This design comes from an exercise in tuning for small area on the open sky130 flow, not from production work.
In this exercise RTL edits were held to simulation tests only and were not proved equivalent to the original.
Power is estimated from default activity; no workload was simulated.

===== run.sh =====
#!/bin/bash
# synth_recipe.tcl (not shown) runs the flow's synth.tcl, then flattens the netlist and writes it again
# the make line also repeats each setting of config.mk as NAME=value (left out here)
make -C /OpenROAD-flow-scripts/flow DESIGN_CONFIG=/design/flow/config.mk WORK_HOME=/design/flow/orfs CLKGATE_MAP_FILE= SYNTH_SCRIPT=/design/flow/synth_recipe.tcl finish

===== config.mk =====
export PLATFORM = sky130hd
export DESIGN_NAME = reg_file
export DESIGN_NICKNAME = reg_file
export VERILOG_FILES = /design/flow/design.v
export SDC_FILE = /design/flow/constraint.sdc
export NUM_CORES = 4
export LEC_CHECK = 0
export CAP_MARGIN = 40
export CORE_MARGIN = 2
export CORE_UTILIZATION = 45
export SLEW_MARGIN = 40

===== constraint.sdc =====
create_clock -name core_clock -period 6.5 [get_ports {clk}]
set_input_delay 1.3000 -clock core_clock [delete_from_list [all_inputs] [get_ports {clk}]]
set_output_delay 1.3000 -clock core_clock [all_outputs]
set_load 0.01 [all_outputs]

===== design.v =====
`timescale 1ns/1ps
module reg_file #(
    parameter int unsigned DATA_WIDTH = 32,
    parameter int unsigned ADDR_WIDTH = 5,
    parameter bit          BYPASS     = 1'b1,
    parameter int unsigned A0_INDEX   = 10
) (
    input  logic                  clk,
    input  logic                  rst_n,
    input  logic [ADDR_WIDTH-1:0] AD1,
    input  logic [ADDR_WIDTH-1:0] AD2,
    input  logic [ADDR_WIDTH-1:0] AD3,
    input  logic                  WE3,
    input  logic [DATA_WIDTH-1:0] WD3,
    output logic [DATA_WIDTH-1:0] RD1,
    output logic [DATA_WIDTH-1:0] RD2,
    output logic [DATA_WIDTH-1:0] a0
);
    localparam int unsigned DEPTH = 2 ** ADDR_WIDTH;
    logic [DATA_WIDTH-1:0] r_regs [1:DEPTH-1];
    logic [DATA_WIDTH-1:0] r_a0;
    logic [DATA_WIDTH-1:0] w_a0_next;
    logic [DATA_WIDTH-1:0] w_rd1;
    logic [DATA_WIDTH-1:0] w_rd2;
    logic                  w_wr_en;
    assign w_wr_en = WE3 && (AD3 != '0);
    for (genvar g = 1; g < DEPTH; g++) begin : g_reg
        always_ff @(posedge clk or negedge rst_n) begin
            if (!rst_n) begin
                r_regs[g] <= '0;
            end else if (w_wr_en && (AD3 == ADDR_WIDTH'(g))) begin
                r_regs[g] <= WD3;
            end
        end
    end
    always_comb begin
        w_rd1 = '0;
        if (AD1 != '0) begin
            w_rd1 = r_regs[AD1];
            if (BYPASS && w_wr_en && (AD3 == AD1)) begin
                w_rd1 = WD3;
            end
        end
    end
    always_comb begin
        w_rd2 = '0;
        if (AD2 != '0) begin
            w_rd2 = r_regs[AD2];
            if (BYPASS && w_wr_en && (AD3 == AD2)) begin
                w_rd2 = WD3;
            end
        end
    end
    if ((A0_INDEX == 0) || (A0_INDEX >= DEPTH)) begin : g_a0_zero
        assign w_a0_next = '0;
    end else begin : g_a0_reg
        localparam logic [ADDR_WIDTH-1:0] A0_ADDR = ADDR_WIDTH'(A0_INDEX);
        always_comb begin
            w_a0_next = r_regs[A0_INDEX];
            if (w_wr_en && (AD3 == A0_ADDR)) begin
                w_a0_next = WD3;
            end
        end
    end
    always_ff @(posedge clk or negedge rst_n) begin
        if (!rst_n) begin
            r_a0 <= '0;
        end else begin
            r_a0 <= w_a0_next;
        end
    end
    assign RD1 = w_rd1;
    assign RD2 = w_rd2;
    assign a0  = r_a0;
endmodule

==> qor.json <==
{
  "run_status": {"value": "no timing/DRC/antenna violations"},
  "aggregate_global_route_resource_usage": {"value": 0.484},
  "numClockSinks": {"value": 992},
  "synthesis.instances": {"value": 4575},
  "htreeDepth": {"value": 3},
  "synth.distinct_cells": {"value": 80},
  "finalSetupViolations": {"value": 0},
  "worst_ir_drop_vdd": {"value": 220, "unit": "µV"},
  "synth-main-ff-cell": {"value": "dfrtp_1"},
  "synth_seq_cells": {"value": 992},
  "postSynthNetCount": {"value": 4625},
  "grt_util_met3": {"value": 0.232},
  "initialDrtViolationCount": {"value": 10200},
  "drt_wl_total": {"value": 293000, "unit": "µm"},
  "worst-endpoint-required": {"value": 5.20, "unit": "ns"},
  "drt_pass1_iterations": {"value": 9},
  "layout-drive-gt1-share": {"value": 0.354},
  "grt-busiest-layer": {"value": "met2"},
  "antenna_violations_before_repair": {"value": 38},
  "synth.top_cells.by_area": {"value": "dfrtp_1 (48%), mux2_2 (21%), a22oi_1 (8.2%), and3_1 (4.1%), clkbuf_1 (1.8%)"},
  "timing.max_cap.violations": {"value": 0},
  "rsz0062_at_grt": {"value": "false"},
  "post_cts_resized": {"value": 0},
  "cts_root_buffer": {"value": "clkbuf_16"},
  "globalRouteOverflowTotal": {"value": 0},
  "switching_share": {"value": 0.300},
  "met2_usage": {"value": 0.632},
  "viasPerCell": {"value": 7.84},
  "timing_worst_slew_pin_value": {"value": 1.03, "unit": "ns"},
  "mappedNetlistArea": {"value": 52000, "unit": "µm²"},
  "largest_register_ffs": {"value": 992},
  "num_io_pins": {"value": 146},
  "num_cts_buffers": {"value": 112},
  "max-clock-path-buffers": {"value": 3},
  "remaining_drc_errors": {"value": 0},
  "power_density": {"value": 308, "unit": "nW/µm²"},
  "hp-class": {"value": "in -> async"},
  "avgRoutedWirePerCell": {"value": 46.1, "unit": "µm"},
  "number_of_nets_with_antenna_violations_after_routing": {"value": 0},
  "grt.met1_usage": {"value": 0.630},
  "p_switching": {"value": 0.00568, "unit": "W"},
  "initial_core_util": {"value": 0.455},
  "rows": {"value": 124},
  "final_min_period_over_clock_period": {"value": 0.972},
  "critPathMaxFanout": {"value": 12},
  "design.core.area": {"value": 115000, "unit": "µm²"},
  "netlist.area_leader.share": {"value": 0.477},
  "top_regs": {"value": "r_regs (992)"},
  "hold_buffers": {"value": 0},
  "seq_area_frac_synth": {"value": 0.477},
  "yosys_warnings": {"value": 34},
  "gp_congestion": {"value": 1.03},
  "area_delta_synth_final": {"value": 18.3, "unit": "%"},
  "cp.arrival": {"value": 5.02, "unit": "ns"},
  "setup-tns-final": {"value": 0, "unit": "ns"},
  "clock_power_share": {"value": 0.383},
  "worst-setup-path-type": {"value": "in -> out"},
  "dieArea": {"value": 118000, "unit": "µm²"},
  "max-slew-margin-rel": {"value": 0.308},
  "max_clock_freq": {"value": 0.158, "unit": "GHz"},
  "seq_power_share": {"value": 0.459},
  "die_height": {"value": 344, "unit": "µm"},
  "asyncSetResetFlopFracSynth": {"value": 1.00},
  "synth.avg_cell_area": {"value": 11.4, "unit": "µm²"},
  "post-cts-setup-buffer-count": {"value": 0},
  "utilization": {"value": 0.538},
  "register_containing_the_most_flip_flops_in_the_final_layout": {"value": "r_regs"},
  "grt_max_degree": {"value": 136},
  "power.combinational.fraction": {"value": 0.158},
  "clock_latency": {"value": 0.72, "unit": "ns"},
  "vias_post_dr": {"value": 49700},
  "ff2ff_path_depth": {"value": 1},
  "first_global_vias": {"value": 46400},
  "clock-skew-final": {"value": 0, "unit": "ns"},
  "synth.largest_area_cell": {"value": "dfrtp_1"},
  "place_hpwl": {"value": 185000, "unit": "µm"},
  "finalCriticalPeriod": {"value": 6.32, "unit": "ns"},
  "p_leak": {"value": 27.5, "unit": "nW"},
  "timing.final.hold_violations": {"value": 0},
  "worst_setup_path_end_kind": {"value": "output pin"},
  "cts_tree": {"value": "yes"},
  "clock_edge_transition_at_the_registers_on_the_reported_setup_and_hold_paths": {"value": 0.06, "unit": "ns"},
  "start_kind": {"value": "input pin"},
  "place.port_buffers": {"value": 145},
  "p_int": {"value": 0.0133, "unit": "W"},
  "die_width": {"value": 344, "unit": "µm"},
  "synth-edff-count": {"value": 0},
  "grt_pass1_wl": {"value": 393000, "unit": "µm"},
  "report.final.slew_viol_count": {"value": 0},
  "fin_nets": {"value": 4770}
}
[final cells by class]
class,instances,area (µm²)
Tap cell,1512,1890
Fill cell,9975,52900
Clock inverter,63,987
Clock buffer,145,3180
Sequential cell,992,24800
Timing Repair Buffer,503,4930
Inverter,15,56.3
Multi-Input combinational cell,3096,25700
Antenna cell,19,47.5
[cell usage in the layout, fill, tap and decap left out, types with 68 or more instances in the layout]
master,count
dfrtp_1,992
mux2_2,982
a22oi_1,567
and3_1,344
buf_4,284
nand2_1,162
clkdlybuf4s50_1,121
nand4_1,116
clkbuf_16,115
nand3_1,112
a21oi_1,91
a2111oi_0,90
nor2_4,72
o21ai_0,68
[worst max-delay path, cell delays in order]
cell and delay [ns]:
buf_2 0.38, buf_4 0.36, nor2_4 0.18, buf_16 0.24, and3_1 0.17, a2111oi_0 0.77, nand4_1 0.18, nor4_1 0.61
buf_4 0.21, o31ai_1 0.09, clkdlybuf4s50_1 0.50
[layer usage]
layer,vias to the layer above,share of wire
met5,-,0.00054
li1,17900,-
met3,1578,0.17
met1,25000,0.37
met4,16,0.085
met2,5249,0.38
[power by group through the flow]
| stage | combinational, W | sequential, W | clock [W] |
|---|---|---|---|
| 2_1_floorplan | 0.00173 | 0.00813 | 0 |
| 3_3_place_gp | 0.00282 | 0.00867 | 0 |
| 3_5_place_dp | 0.00290 | 0.00868 | 0 |
| 4_1_cts | 0.00291 | 0.00858 | 0.00725 |
| 5_1_grt | 0.00312 | 0.00875 | 0.00750 |
| 6_report | 0.00300 | 0.00870 | 0.00726 |
[cell families (layout without fill, tap and decap cells)]
family	count (synthesis)	count (layout)	synth area share
xor gates and xnor gates	9	9	0.00151
AOI/OAI and AO/OA	1030	1030	0.146
muxes	1001	1001	0.216
and+or+nand+nor	1056	1056	0.117
other	0	19	0
buffers and inverters	487	726	0.0420
DFF	992	992	0.477
[stage by stage]
step,power [W],hold WS [ns],setup slack (ns),cells,instance area (µm²)
detailed placement,0.0116,0.489,0.322,6115,57300
CTS,0.0187,0.502,0.344,6323,61400
global route,0.0194,0.423,0.155,6329,61500
global placement,0.0115,0.483,0.347,6099,56900
floorplan,0.00986,0.464,2.25,4575,52000
finish,0.0190,0.416,0.179,6345,61600
[final timing paths]
path | start | endpoint | slack (ns)
worst max-delay path | AD1[3] | RD1[13] | 0.18
worst min-delay path | rst_n | r_regs[1][19] | 0.42
worst max register to register | r_regs[10][7] | r_regs[10][7] | 5.51
worst min register to register | r_regs[9][4] | r_regs[9][4] | 0.51
max in group asynchronous | rst_n | r_regs[1][6] | 4.39
min in group core_clock | r_regs[9][4] | r_regs[9][4] | 0.51
[synth_stat cells, types with 4 or more instances]
cell       number
dfrtp_1       992
mux2_2        982
a22oi_1       567
and3_1        345
clkbuf_1      245
buf_2         181
nand2_1       170
nand4_1       116
nand3_1       112
a21oi_1        92
a2111oi_0      90
o21ai_0        68
nor2_1         65
nor4_1         58
nor3_1         33
o31ai_1        32
a221oi_1       30
a22o_1         26
o21ai_1        26
nor2_2         25
buf_1          19
buf_4          19
nand2b_1       17
mux2i_1        16
nor2b_1        16
a31oi_1        15
a32oi_1        15
inv_1          15
nand3b_1       14
a211oi_1       11
nor2_4         11
a2111oi_2       9
nor3b_1         9
xnor2_1         9
buf_6           8
o211ai_1        8
or3_1           8
a2111oi_1       7
and3b_1         7
nand4b_1        7
and4_1          5
or3b_1          5
and2_1          4

-- afterwards: timing with drivers on the ports --
The flow's constraints put no driver on any port. The routed layout listed below was extracted and timed again, unchanged, in two steps.
Step 1, drivers: a clkbuf_16 drives clk and a buf_2 each remaining input, both assumed.
Step 2, shift: input delay + t, output delay - t, t = (earliest + latest rising clock arrival at the registers) / 2. This alone moves slack from input paths to output paths.
Slacks: no drivers / after step 1 / after step 2; pairs: no drivers / after step 1.
t (ns): 0.805
setup WS [ns]: 0.179 / 0.016 / 0.016
hold WS [ns]: 0.416 / 0.393 / 0.508
slew at the worst register clock pin (ns): 0.07 / 0.07
worst slew at a driven data input, ns: 0.17
After both steps this run still meets setup and hold. For this run, drivers alone change the setup slack by -0.163 ns; drivers and shift together by -0.163 ns.
